What follows belongs to an exercise in optimizing a design on an open flow for small area, a short achievable clock period and few clock cycles; a production flow would make more cautious choices.
At most, simulation tests tie the RTL to the original design; equivalence was not proved.
The RTL of run 1 was laid out without a check of its function.
Power is estimated from default activity; no workload was simulated.

## flow/design.v (module list and top-level ports; edited modules follow where they fit)
// module mod509_reduce: 35 lines
// module fast_add: 35 lines
// module fast_gt: 26 lines
// module mod_inverse: 16 lines
// module inv_table: 984 lines
// module series_sorter: 33 lines
// module sp_top: 120 lines
module sp_top
(
	input  logic         clk,
	input  logic         rst_n,
	input  sp_pkg::series_beat_t in_beat,
	input  sp_pkg::sp_mode_t     in_mode,
	output sp_pkg::series_beat_t out_beat
);
  // ...
==> flow/run.sh <==
#!/bin/bash
# synth_recipe.tcl (not shown) runs the flow's synth.tcl, then flattens the netlist and writes it again
# the make line also repeats each setting of config.mk as NAME=value (left out here)
make -C /OpenROAD-flow-scripts/flow DESIGN_CONFIG=/design/flow/config.mk WORK_HOME=/design/flow/orfs CLKGATE_MAP_FILE= SYNTH_SCRIPT=/design/flow/synth_recipe.tcl finish
==> flow/config.mk <==
export PLATFORM = sky130hd
export DESIGN_NAME = sp_top
export DESIGN_NICKNAME = sp_top
export VERILOG_FILES = /design/flow/design.v
export SDC_FILE = /design/flow/constraint.sdc
export NUM_CORES = 4
export LEC_CHECK = 0
export CAP_MARGIN = 20
export CORE_MARGIN = 2
export CORE_UTILIZATION = 40
export SLEW_MARGIN = 20
==> flow/constraint.sdc <==
create_clock -name core_clock -period 10.0 [get_ports {clk}]
set_input_delay 2.0000 -clock core_clock [delete_from_list [all_inputs] [get_ports {clk}]]
set_output_delay 2.0000 -clock core_clock [all_outputs]
set_load 0.01 [all_outputs]
==> impl_metrics.env, run 1 <==
export IMPL_run_status="complete, no violations"
export IMPL_cp_cell_sequence="inv_1 > ha_1 > o211ai_1 > a22oi_1 > a32o_1 > mux2_2 > ha_1 > nor4_1 > a32oi_1 > or3b_1 > and4_1 > a211o_1"
export IMPL_top_regs="a: 50 flops, sort_inst.ent: 45 flops"
export IMPL_cpMostUsedCell="ha_1"
export IMPL_diodes=0
export IMPL_regArea_mm2=0.00388
export IMPL_dpl_cell_count=1617
export IMPL_cp_num_cells=12
export IMPL_synth_area_top_cells="edfxtp_1 25%, ha_1 11%, dfxtp_1 6.2%, mux2_2 4.6%, nand2_1 3.6%"
export IMPL_clock_skew_ns=0.0150
export IMPL_post_cts_buffers=0
export IMPL_syn_num_nets=1409
export IMPL_fin_cells=1649
export IMPL_max_freq_mhz=200
export IMPL_critical_path_arrival_ns=5.31
export IMPL_r2r_end="out_d[4]$_DFF_P_"
export IMPL_maxPowerGroup="combinational logic"
export IMPL_r2r_cells=12
export IMPL_synth_compound_area_frac=0.233
export IMPL_vdd_drop_max_mv=0.152
export IMPL_report_final_slew_viol_count=0
export IMPL_synth_area_mux_share=0.0628
export IMPL_startpoint="w2[4]$_DFF_P_"
export IMPL_setup_tns_ns=0
export IMPL_grt_met3_usage=0.0650
export IMPL_clock_net_power_mw=0.608
export IMPL_crit_fanout=22
export IMPL_synth_edf_count=97
export IMPL_largestClassByArea="multi-input gates"
export IMPL_crit_path_end_kind="flop"
export IMPL_final_cell_mix="110 x nand2_1, 106 x ha_1, 97 x edfxtp_1"
export IMPL_utilization=0.445
==> module sp_top, before the edit <==
module sp_top
(
	input  logic         clk,
	input  logic         rst_n,
	input  sp_pkg::series_beat_t in_beat,
	input  sp_pkg::sp_mode_t     in_mode,
	output sp_pkg::series_beat_t out_beat
);
	localparam logic [2:0] LAST = 3'(6 - 1);
	logic v1;
	logic [2:0] cnt1;
	logic [8:0] u1;
	sp_pkg::sp_mode_t mode_r;
	always_ff @(posedge clk or negedge rst_n) begin
		if (!rst_n) begin
			v1 <= 1'b0;
			cnt1 <= '0;
		end else begin
			v1 <= in_beat.valid;
			if (in_beat.valid)
				cnt1 <= (cnt1 == LAST) ? '0 : cnt1 + 3'd1;
		end
	end
	always_ff @(posedge clk) begin
		u1 <= in_beat.data + 9'd1;
		if (in_beat.valid && cnt1 == '0)
			mode_r <= in_mode;
	end
	logic v2;
	logic [8:0] u2;
	logic [8:0] w2;
	logic [8:0] inv1;
	mod_inverse inv_inst (
		.u (u1),
		.v (inv1)
	);
	always_ff @(posedge clk or negedge rst_n) begin
		if (!rst_n)
			v2 <= 1'b0;
		else
			v2 <= v1;
	end
	always_ff @(posedge clk) begin
		u2 <= u1;
		w2 <= mode_r.inv_en ? inv1 : u1;
	end
	logic [2:0] k3;
	logic dr;
	logic sort;
	logic sh;
	logic last_in;
	logic out_v;
	logic [8:0] out_d;
	logic [9:0] uw;
	logic [9:0] a [0:6-2];
	logic [9:0] a_head;
	logic [8:0] s_head;
	logic head_max;
	logic [9:0] pb;
	logic [9:0] qb;
	logic [10:0] t_a;
	logic [10:0] t_b;
	logic [10:0] t_sum;
	logic [8:0] r;
	assign sort = mode_r.sort_en;
	assign sh = dr || (sort && v2);
	assign last_in = sort && v2 && (k3 == LAST);
	assign uw = 10'(u2) + 10'(w2);
	series_sorter sort_inst (
		.clk      (clk),
		.shift    (sh),
		.drain    (dr),
		.count    (k3),
		.din      (w2),
		.head_max (head_max),
		.head     (s_head)
	);
	always_ff @(posedge clk) begin
		if (sh) begin
			a[0] <= uw;
			for (int i = 1; i < 6 - 1; i++)
				a[i] <= a[i-1];
		end
	end
	assign a_head = a[6-2];
	assign pb = sort ? a_head : 10'(u2);
	assign qb = sort ? 10'(w2) : {w2, 1'b0};
	fast_add #(.W(10)) add_a (.a(a_head), .b(10'(s_head)), .s(t_a));
	fast_add #(.W(10)) add_b (.a(pb), .b(qb), .s(t_b));
	assign t_sum = (sort && head_max) ? t_a : t_b;
	mod509_reduce red_inst (
		.t (t_sum),
		.r (r)
	);
	always_ff @(posedge clk or negedge rst_n) begin
		if (!rst_n) begin
			k3 <= '0;
			dr <= 1'b0;
			out_v <= 1'b0;
		end else begin
			out_v <= dr || (v2 && (!sort || k3 == LAST));
			if (dr) begin
				if (k3 == LAST) begin
					dr <= 1'b0;
					k3 <= '0;
				end else begin
					k3 <= k3 + 3'd1;
				end
			end else if (last_in) begin
				dr <= 1'b1;
				k3 <= 3'd1;
			end else if (sort && v2) begin
				k3 <= k3 + 3'd1;
			end
		end
	end
	always_ff @(posedge clk)
		out_d <= r;
	assign out_beat = {out_v, out_d};
endmodule
==> run 2, diff against run 1 <==
--- a/flow/design.v
+++ b/flow/design.v
@@ -110,18 +110,2 @@
 `timescale 1ns/100ps
-module mod_inverse
-(
-	input  logic [8:0] u,
-	output logic [8:0] v
-);
-	logic [7:0] idx;
-	logic [8:0] t;
-	assign idx = u[7:0] ^ {8{u[8]}};
-	inv_table tab_inst (
-		.i7(idx[7]), .i6(idx[6]), .i5(idx[5]), .i4(idx[4]),
-		.i3(idx[3]), .i2(idx[2]), .i1(idx[1]), .i0(idx[0]),
-		.t8(t[8]), .t7(t[7]), .t6(t[6]), .t5(t[5]), .t4(t[4]),
-		.t3(t[3]), .t2(t[2]), .t1(t[1]), .t0(t[0])
-	);
-	assign v = t ^ {9{u[8]}};
-endmodule
 module inv_table ( 
@@ -1156,3 +1140,6 @@
 	logic [2:0] cnt1;
+	logic [7:0] idx1;
+	logic sgn1;
 	logic [8:0] u1;
+	logic [8:0] u_in;
 	sp_pkg::sp_mode_t mode_r;
@@ -1168,4 +1155,6 @@
 	end
+	assign u_in = in_beat.data + 9'd1;
 	always_ff @(posedge clk) begin
-		u1 <= in_beat.data + 9'd1;
+		sgn1 <= u_in[8];
+		idx1 <= u_in[7:0] ^ {8{u_in[8]}};
 		if (in_beat.valid && cnt1 == '0)
@@ -1174,9 +1163,24 @@
 	logic v2;
+	logic idle;
+	logic from_in;
+	logic sort_nx;
+	logic [8:0] u_nx;
+	logic [8:0] w_nx;
 	logic [8:0] u2;
-	logic [8:0] w2;
+	logic [9:0] q2;
 	logic [8:0] inv1;
-	mod_inverse inv_inst (
-		.u (u1),
-		.v (inv1)
+	assign idle = (cnt1 == '0) && !v1;
+	assign from_in = idle || !mode_r.inv_en;
+	assign sort_nx = idle ? in_mode.sort_en : mode_r.sort_en;
+	logic [8:0] t1;
+	assign u1 = {sgn1, idx1 ^ {8{sgn1}}};
+	inv_table tab_inst (
+		.i7(idx1[7]), .i6(idx1[6]), .i5(idx1[5]), .i4(idx1[4]),
+		.i3(idx1[3]), .i2(idx1[2]), .i1(idx1[1]), .i0(idx1[0]),
+		.t8(t1[8]), .t7(t1[7]), .t6(t1[6]), .t5(t1[5]), .t4(t1[4]),
+		.t3(t1[3]), .t2(t1[2]), .t1(t1[1]), .t0(t1[0])
 	);
+	assign inv1 = t1 ^ {9{sgn1}};
+	assign u_nx = from_in ? u_in : u1;
+	assign w_nx = from_in ? u_in : inv1;
 	always_ff @(posedge clk or negedge rst_n) begin
@@ -1184,8 +1188,10 @@
 			v2 <= 1'b0;
+		else if (idle)
+			v2 <= in_beat.valid && !in_mode.inv_en;
 		else
-			v2 <= v1;
+			v2 <= mode_r.inv_en ? v1 : in_beat.valid;
 	end
 	always_ff @(posedge clk) begin
-		u2 <= u1;
-		w2 <= mode_r.inv_en ? inv1 : u1;
+		u2 <= u_nx;
+		q2 <= sort_nx ? {1'b0, w_nx} : {w_nx, 1'b0};
 	end
@@ -1200,10 +1206,8 @@
 	logic [9:0] a [0:6-2];
-	logic [9:0] a_head;
 	logic [8:0] s_head;
 	logic head_max;
-	logic [9:0] pb;
-	logic [9:0] qb;
 	logic [10:0] t_a;
 	logic [10:0] t_b;
-	logic [10:0] t_sum;
+	logic [8:0] r_a;
+	logic [8:0] r_b;
 	logic [8:0] r;
@@ -1212,3 +1216,3 @@
 	assign last_in = sort && v2 && (k3 == LAST);
-	assign uw = 10'(u2) + 10'(w2);
+	assign uw = 10'(u2) + q2;
 	series_sorter sort_inst (
@@ -1218,3 +1222,3 @@
 		.count    (k3),
-		.din      (w2),
+		.din      (q2[8:0]),
 		.head_max (head_max),
@@ -1225,16 +1229,21 @@
 			a[0] <= uw;
-			for (int i = 1; i < 6 - 1; i++)
+			for (int i = 1; i < 6 - 2; i++)
 				a[i] <= a[i-1];
 		end
+		if (sh)
+			a[6-2] <= a[6-3];
+		else if (!sort_nx)
+			a[6-2] <= 10'(u_nx);
 	end
-	assign a_head = a[6-2];
-	assign pb = sort ? a_head : 10'(u2);
-	assign qb = sort ? 10'(w2) : {w2, 1'b0};
-	fast_add #(.W(10)) add_a (.a(a_head), .b(10'(s_head)), .s(t_a));
-	fast_add #(.W(10)) add_b (.a(pb), .b(qb), .s(t_b));
-	assign t_sum = (sort && head_max) ? t_a : t_b;
-	mod509_reduce red_inst (
-		.t (t_sum),
-		.r (r)
+	fast_add #(.W(10)) add_a (.a(a[6-2]), .b(10'(s_head)), .s(t_a));
+	fast_add #(.W(10)) add_b (.a(a[6-2]), .b(q2), .s(t_b));
+	mod509_reduce red_a (
+		.t (t_a),
+		.r (r_a)
+	);
+	mod509_reduce red_b (
+		.t (t_b),
+		.r (r_b)
 	);
+	assign r = (sort && head_max) ? r_a : r_b;
 	always_ff @(posedge clk or negedge rst_n) begin
==> flow/flow/run.sh (new file) <==
#!/bin/bash
set -o pipefail
export SETUP_SLACK_MARGIN=7
bash standard.sh > standard.log 2>&1
==> flow/standard.sh (new file) <==
#!/bin/bash
# synth_recipe.tcl (not shown) runs the flow's synth.tcl, then flattens the netlist and writes it again
# the make line also repeats each setting of config.mk as NAME=value (left out here)
make -C /OpenROAD-flow-scripts/flow DESIGN_CONFIG=/design/flow/config.mk WORK_HOME=/design/flow/orfs CLKGATE_MAP_FILE= SYNTH_SCRIPT=/design/flow/synth_recipe.tcl "${@:-finish}"
--- a/flow/config.mk
+++ b/flow/config.mk
@@ -10,2 +10,4 @@
 export CORE_UTILIZATION = 40
+export PLACE_DENSITY = 0.45
 export SLEW_MARGIN = 20
+export SYNTH_HIERARCHICAL = 1
removed: flow/run.sh
==> run 2 against run 1 <==
  * Combinational power is 62% higher
  * Critical path depth is 1 higher
  * Global-route usage is 2.2 points higher
  * Total power is 36% higher
  * Register-to-register slack better by 1.7 ns
  * Final area is 16% higher
  * Utilization is 3.8 points higher
  * First-iteration DRC count is 6.6% lower
  * Setup slack better by 1.7 ns
  * Die area is 7.5% higher
  * Clock-buffer cell count is 1 lower
  * Largest cell class unchanged
  * Largest power group unchanged
==> impl_metrics.env, run 2 <==
export IMPL_startpoint_type="flop"
export IMPL_die_area_mm2=0.0327
export IMPL_hold_viol_final=0
export IMPL_tightest_slew_ns=0.959
export IMPL_fin_crit_sh=0.334
export IMPL_max_freq_mhz=300
export IMPL_die_y_um=181
export IMPL_synth_top_cell_by_area="edfxtp_1"
export IMPL_largest_reg_flops=50
export IMPL_dpl_cell_area_mm2=0.0131
export IMPL_core_area_mm2=0.0307
export IMPL_synth_top_area_frac=0.233
export IMPL_place_congestion=1.01
export IMPL_report_final_slew_viol_count=0
export IMPL_clk_pin_slew_ns=0.07
export IMPL_top_regs="a: 50 flops, sort_inst.ent: 45 flops, q2: 10 flops"
export IMPL_ys_seq_elements=144
export IMPL_finalInstanceArea_mm2=0.0148
export IMPL_grt_overflow_total=0
export IMPL_critical_path_arrival_ns=3.66
export IMPL_syn_avg_cell_area_um2=8.98
export IMPL_viasPerCell=6.32
export IMPL_path_class="flop to flop"
export IMPL_rsz0062_at_grt="yes"
export IMPL_diodes=0
export IMPL_drive_above_1_share=0.236
export IMPL_via_count=11700
export IMPL_layout_nets=1583
export IMPL_cpMostUsedCell="fa_2"
export IMPL_area_growth_pct=18.3
export IMPL_run_status="complete, no violations"
export IMPL_wl_per_cell_um=24.8
export IMPL_cts_buffer_depth=2
export IMPL_syn_area_mm2=0.0125
export IMPL_drtIter0Drc=1293
export IMPL_yosysMostFrequentCell="ha_1"
export IMPL_layout_commonest_cell="nand2_1"
export IMPL_netlist_instances=1392
export IMPL_setup_tns_ns=0
export IMPL_power_density_mw_per_mm2=367
export IMPL_synth_ff_type="edfxtp_1"
export IMPL_synth_area_top_cells="edfxtp_1 23%, ha_1 12%, dfxtp_1 5.9%, mux2_2 4.5%, a21oi_1 3.7%"
export IMPL_crit_path_end_kind="flop"
export IMPL_ys_types=99
export IMPL_cts_root_buffer="clkbuf_16"
export IMPL_hpwlAfterDp_um=30900
export IMPL_syn_num_nets=1536
export IMPL_whs_ns=0.419
export IMPL_cts_buffers=17
export IMPL_synth_edf_count=97
export IMPL_antenna_found_initial=0
export IMPL_worstSkewPairLatency_ns=0.44
export IMPL_fin_crit_ns=3.34
export IMPL_setup_violations=0
export IMPL_final_cell_mix="110 x nand2_1, 99 x ha_1, 97 x edfxtp_1"
export IMPL_boundaryPins=24
export IMPL_h_tree_depth=4
export IMPL_crit_family="adder cells"
export IMPL_critPathMaxStageDelay_ns=0.43
export IMPL_crit_fanout=3
export IMPL_required_ns=10.32
export IMPL_start_util=0.408
export IMPL_cap_viol_max_count=0
export IMPL_cp_cell_sequence="ha_2 > fa_2 > a211oi_4 > o21a_2 > o21ai_2 > fa_2 > xor2_4 > buf_6 > or2_4 > nor4_4 > o21ai_1 > o311a_1 > mux2_2"
export IMPL_drc=0
export IMPL_fp_dieW_um=181
export IMPL_io_buffers=23
export IMPL_crit_buf_inv=1
export IMPL_slew_headroom=0.360
export IMPL_rrSetupSlack_ns=6.66
export IMPL_crit_slowest_cell="fa_2"
export IMPL_track_usage=0.275
export IMPL_grt_max_degree=81
export IMPL_async_flop_share=0.0694
export IMPL_vdd_drop_max_mv=0.178
export IMPL_ys_seq_area_frac=0.312
export IMPL_yosys_top_cells_count="121 x ha_1, 112 x nand2_1, 97 x edfxtp_1"
export IMPL_wl_um=45900
export IMPL_rows=64
export IMPL_antenna_left=0
export IMPL_yosys_warnings=19
export IMPL_p_leak_nw=5.73
export IMPL_first_global_vias=11100
export IMPL_clock_skew_ns=0.0101
export IMPL_hold_buffers=0
export IMPL_cts_sinks=144
export IMPL_hp_class="flop to flop"
export IMPL_drt_pass1_iter_count=6
export IMPL_top_register="a"
export IMPL_cts_tree="built"
export IMPL_grt_pass1_wl_um=69000
-- run 2: cell types whose count changed after synthesis, moves of 11 or more --
cell      previous run  this run
nand2b_1             9        23
buf_1               13         1
clkbuf_1            57        22
o21ai_1              5        21
buf_2               15        39
nor2b_1              8        21
xor2_1              12        25
ha_1               106       121
o22ai_1             10        21
a21oi_1             69        92
inv_1               59        96
-- run 2: Yosys stat by module (local to each module, per instance), a selection --
module / area [um^2] / flops+latches / cells / times used
inv_table: 3810 / 0 / 607 / 1
series_sorter: 1880 / 45 / 96 / 1
sp_top: 4030 / 99 / 308 / 1
mod509_reduce: 500 / 0 / 75 / 2
-- run 2: cell type report --
| class | count | area [um^2] |
|---|---|---|
| clock buffer | 17 | 425 |
| clock inverter | 15 | 141 |
| fill | 2944 | 15900 |
| inverter | 101 | 408 |
| multi-input combinational | 1066 | 8440 |
| sequential | 144 | 3930 |
| tap | 396 | 495 |
| timing repair buffer | 109 | 956 |
-- run 2: per-stage QoR --
stage               cells   util  setup WS [ns]  power [mW]
finish               1848  0.482           6.66        5.43
global route         1848  0.482           6.54        5.82
CTS                  1835  0.474           6.68        5.26
detailed placement   1750  0.426           5.84        4.17
global placement     1750  0.426           5.95        4.20
floorplan            1392      -           6.77        3.42
-- run 2: kinds of logic after synthesis --
family	count (synthesis)	synth area share
AOI/OAI and AO/OA	410	0.221
and+or+nand+nor	404	0.168
buffers and inverters	182	0.0664
DFF	144	0.312
adders and majority gates	130	0.135
muxes	64	0.0568
xor gates and xnor gates	57	0.0405
other	1	0.000300
-- run 2: where the power goes --
group	switching (mW)	internal, mW
logic	1.99	1.66
registers	0.214	0.944
clock network	0.293	0.331
-- run 2: per-layer routing --
metal  GRT usage  vias up  share of wire
li1            -     5275              -
met1       0.369     5603           0.42
met2       0.423      646           0.44
met3      0.0655      152          0.091
met4       0.114        0          0.044
met5           0        -              0
-- run 2: worst register-to-register path, cell delays in order (launching register included) --
cell	delay [ns]
edfxtp_1	0.41
ha_2	0.20
fa_2	0.43
a211oi_4	0.27
o21a_2	0.18
o21ai_2	0.06
fa_2	0.38
xor2_4	0.18
buf_6	0.13
or2_4	0.23
nor4_4	0.24
o21ai_1	0.10
o311a_1	0.13
mux2_2	0.28
-- run 2: timing repair --
| action | in CTS | in global routing |
|---|---|---|
| pin swaps | 40 | 16 |
| endpoints found under the hold margin | 0 | 0 |
| resized for setup | 152 | 68 |
| buffers inserted | 52 | 12 |
| gates cloned | 1 | 1 |
| setup endpoints to repair | 110 | 63 |
-- run 2: final timing paths --
check	startpoint	endpoint	depth (start not counted)
min in group asynchronous	rst_n	k3[2]$_DFFE_PN0P_	1
max	a[4][0]$_DFFE_PP_	out_d[7]$_DFF_P_	13
min	a[1][3]$_DFFE_PP_	a[2][3]$_DFFE_PP_	0
max in group asynchronous	rst_n	v1$_DFF_PN0_	1
min reg2reg	a[1][3]$_DFFE_PP_	a[2][3]$_DFFE_PP_	0
max reg2reg	a[4][0]$_DFFE_PP_	out_d[7]$_DFF_P_	13
Testbench counts of run 2, summed over its fixed seeds: cycles 6,624.
==> run 3, diff against run 2 <==
==> flow/run.sh (new file) <==
#!/bin/bash
# synth_recipe.tcl (not shown) runs the flow's synth.tcl, then flattens the netlist and writes it again
# the make line also repeats each setting of config.mk as NAME=value (left out here)
make -C /OpenROAD-flow-scripts/flow DESIGN_CONFIG=/design/flow/config.mk WORK_HOME=/design/flow/orfs CLKGATE_MAP_FILE= SYNTH_SCRIPT=/design/flow/synth_recipe.tcl finish
removed: flow/flow/run.sh
removed: flow/standard.sh
==> run 3 against run 2 <==
  * Maximum frequency decreased by 19%
  * Clock power increased by 3%
  * Synthesized area unchanged
  * Wire length decreased by 6.2%
  * Utilization decreased by 4.1 points
  * First-iteration DRC count decreased by 6.0%
  * Setup slack got worse by 0.79 ns
  * Die area unchanged
  * Synthesized cell count unchanged
  * Clock-buffer cell count increased by 2
  * Combinational power decreased by about 20%
  * Sequential share of layout area increased by 2.3 points
==> impl_metrics.env, run 3 <==
export IMPL_synth_ff_type="edfxtp_1"
export IMPL_wl_per_cell_um=24.1
export IMPL_wl_um=43000
export IMPL_synth_top_area_frac=0.233
export IMPL_layout_commonest_cell="ha_1"
export IMPL_syn_avg_cell_area_um2=8.98
export IMPL_grt_max_degree=54
export IMPL_power_internal_mw=2.50
export IMPL_drt_pass1_iter_count=8
export IMPL_largest_reg_flops=50
export IMPL_ys_types=99
export IMPL_viasPerCell=6.26
export IMPL_h_tree_depth=4
export IMPL_dpl_cell_count=1752
export IMPL_tightest_slew_ns=0.992
export IMPL_syn_num_nets=1536
export IMPL_synthXorXnorAreaFrac=0.0405
export IMPL_finalInstanceArea_mm2=0.0135
export IMPL_yosys_warnings=19
export IMPL_fin_crit_ns=4.13
export IMPL_die_y_um=181
export IMPL_track_usage=0.261
export IMPL_rows=64
export IMPL_antenna_left=0
export IMPL_crit_buf_inv=0
export IMPL_die_area_mm2=0.0327
export IMPL_crit_fanout=12
export IMPL_slew_headroom=0.320
export IMPL_clkPwrFrac=0.136
export IMPL_cts_sinks=144
export IMPL_seq_power_share=0.244
export IMPL_synth_area_mux_share=0.0568
export IMPL_critPathMaxStageDelay_ns=0.59
export IMPL_async_flop_share=0.0694
export IMPL_combPwrFrac=0.620
export IMPL_cts_tree="built"
export IMPL_setup_tns_ns=0
export IMPL_hp_class="flop to flop"
export IMPL_hpwlAfterDp_um=30500
export IMPL_cts_resized_gates=0
export IMPL_synth_area_top_cells="edfxtp_1 23%, ha_1 12%, dfxtp_1 5.9%, mux2_2 4.5%, a21oi_1 3.7%"
export IMPL_io_buffers=23
export IMPL_whs_ns=0.406
export IMPL_hold_buffers=0
export IMPL_yosysMostFrequentCell="ha_1"
export IMPL_netlist_instances=1392
export IMPL_post_cts_buffers=0
export IMPL_cts_root_buffer="clkbuf_16"
export IMPL_place_congestion=1.01
export IMPL_rsz0062_at_grt="no"
export IMPL_synth_compound_area_frac=0.221
export IMPL_required_ns=10.33
export IMPL_cts_buffer_depth=2
export IMPL_clk_pin_slew_ns=0.07
export IMPL_synth_top_cell_by_area="edfxtp_1"
export IMPL_cts_buffers=17
export IMPL_run_status="complete, no violations"
export IMPL_grt_pass1_wl_um=65700
export IMPL_synth_top_family_by_area="compound AO/OA/AOI/OAI gates"
export IMPL_power_mw=4.70
export IMPL_core_area_mm2=0.0307
export IMPL_regArea_mm2=0.00391
export IMPL_p_switching_mw=2.21
export IMPL_report_final_slew_viol_count=0
export IMPL_boundaryPins=24
export IMPL_top_regs="a: 50 flops, sort_inst.ent: 45 flops, q2: 10 flops"
export IMPL_fin_crit_sh=0.413
export IMPL_max_freq_mhz=242
export IMPL_startpoint_type="flop"
export IMPL_grt_overflow_total=0
export IMPL_yosys_top_cells_count="121 x ha_1, 112 x nand2_1, 97 x edfxtp_1"
export IMPL_synthAdderAreaFrac=0.135
export IMPL_ys_seq_area_frac=0.312
export IMPL_final_cell_mix="121 x ha_1, 112 x nand2_1, 97 x edfxtp_1"
export IMPL_dpl_cell_area_mm2=0.0130
export IMPL_drive_above_1_share=0.105
export IMPL_start_util=0.408
export IMPL_drtIter0Drc=1216
export IMPL_switching_share=0.469
export IMPL_cap_viol_max_count=0
export IMPL_drc=0
export IMPL_worstSkewPairLatency_ns=0.44
export IMPL_multi_input_area_mm2=0.00777
export IMPL_ys_seq_elements=144
export IMPL_syn_area_mm2=0.0125
export IMPL_path_class="flop to flop"
export IMPL_layout_nets=1519
export IMPL_top_register="a"
export IMPL_critical_path_arrival_ns=4.46
export IMPL_hold_viol_final=0
export IMPL_crit_path_end_kind="flop"
export IMPL_clock_skew_ns=0.0116
export IMPL_first_global_vias=10700
export IMPL_crit_slowest_cell="xor2_1"
export IMPL_crit_family="adder cells"
export IMPL_fillers=3092
export IMPL_power_density_mw_per_mm2=347
export IMPL_setup_violations=0
export IMPL_fp_dieW_um=181
export IMPL_p_leak_nw=5.23
export IMPL_antenna_found_initial=0
export IMPL_vdd_drop_max_mv=0.142
export IMPL_area_growth_pct=8.29
export IMPL_via_count=11200
export IMPL_yosys_area_share_simple=0.168
export IMPL_utilization=0.442
export IMPL_pre_cts_ws_ns=5.85
export IMPL_fin_cells=1786
export IMPL_cpMostUsedCell="fa_1"
export IMPL_cp_cell_sequence="ha_1 > fa_1 > a211oi_1 > o21a_2 > o21ai_1 > fa_1 > xor2_1 > nor2_1 > or4b_1 > o211ai_1 > o21ai_2 > mux2_2"
export IMPL_synth_edf_count=97
export IMPL_fin_ws_ns=5.87
## run 3: cell counts after synthesis
No cell type changed its count.
## run 3: path summary, 6_finish.rpt
path / start / to / slack [ns] / cells past startpoint
min reg2reg: a[2][3]$_DFFE_PP_ / a[3][3]$_DFFE_PP_ / 0.41 / 0
max in group asynchronous: rst_n / v2$_DFF_PN0_ / 7.76 / 1
max reg2reg: q2[0]$_SDFF_PN0_ / out_d[8]$_DFF_P_ / 5.87 / 12
max: q2[0]$_SDFF_PN0_ / out_d[8]$_DFF_P_ / 5.87 / 12
min: a[2][3]$_DFFE_PP_ / a[3][3]$_DFFE_PP_ / 0.41 / 0
min in group asynchronous: rst_n / cnt1[0]$_DFFE_PN0P_ / 1.90 / 1
## run 3: modules after synthesis (local to each module, per instance), a selection
module,cell area [um^2],flip-flops and latches,copies in the design
sp_top,4030,99,1
inv_table,3810,0,1
series_sorter,1880,45,1
mod509_reduce,500,0,2
## run 3: power by group through the flow
stage                     Clock, mW  Sequential [mW]  Combinational (mW)
after floorplan                   0             1.08                2.22
after global placement            0             1.17                2.91
after CTS                     0.661             1.15                2.91
after detailed placement          0             1.16                2.89
final                         0.641             1.15                2.92
after global routing          0.683             1.18                3.24
## run 3: layout make-up
class	count	area share
Antenna cell	2	0.000370
Clock buffer	19	0.0320
Clock inverter	13	0.0112
Inverter	101	0.0280
Multi-Input combinational cell	1066	0.574
Sequential cell	144	0.289
Tap cell	396	0.0366
Timing Repair Buffer	45	0.0292
## run 3: kinds of logic (layout without fill, tap and decap cells)
family / Yosys count / after routing
compound gates: 410 / 410
simple gates: 404 / 404
buf+inv: 182 / 178
flops: 144 / 144
fa+ha+maj: 130 / 130
mux: 64 / 64
xor+xnor: 57 / 57
other cells: 1 / 3
## run 3: routing by layer
metal | global-route usage | share of wire | up-vias
met1 | 0.352 | 0.43 | 5378
met3 | 0.0520 | 0.076 | 130
met2 | 0.399 | 0.44 | 540
li1 | - | - | 5138
met5 | 0 | 0 | -
met4 | 0.124 | 0.049 | 0

-- port drivers added, routing unchanged --
The flow's constraints put no driver on any port. The routed layouts listed below were extracted and timed again, unchanged, in two steps. Step 1 assumes that a clkbuf_16 drives the clock port and a buf_2 every other input. Step 2, shift: input delay + t, output delay - t, t = (earliest + latest rising clock arrival at the registers) / 2. This alone moves slack from input paths to output paths. a / b / c = ideal / step 1 / step 2; a / b = the first two.
| run | shift t [ns] | setup slack, ns | worst setup path after step 2 | latest minus earliest clock arrival (ns) | cell pins on the clock port's net |
|---|---|---|---|---|---|
| run 1 | 0.466 | 5.002 / 5.002 / 5.002 | register to register | 0.015 / 0.015 | 1 |
| run 2 | 0.481 | 6.662 / 6.662 / 6.511 | input to register | 0.011 / 0.011 | 1 |
| run 3 | 0.486 | 5.868 / 5.868 / 5.868 | register to register | 0.012 / 0.012 | 1 |
After both steps setup and hold are still met in every run listed. The setup slack of run 2, which loses most, moves by 0.000 ns with the drivers and by -0.151 ns with both steps.
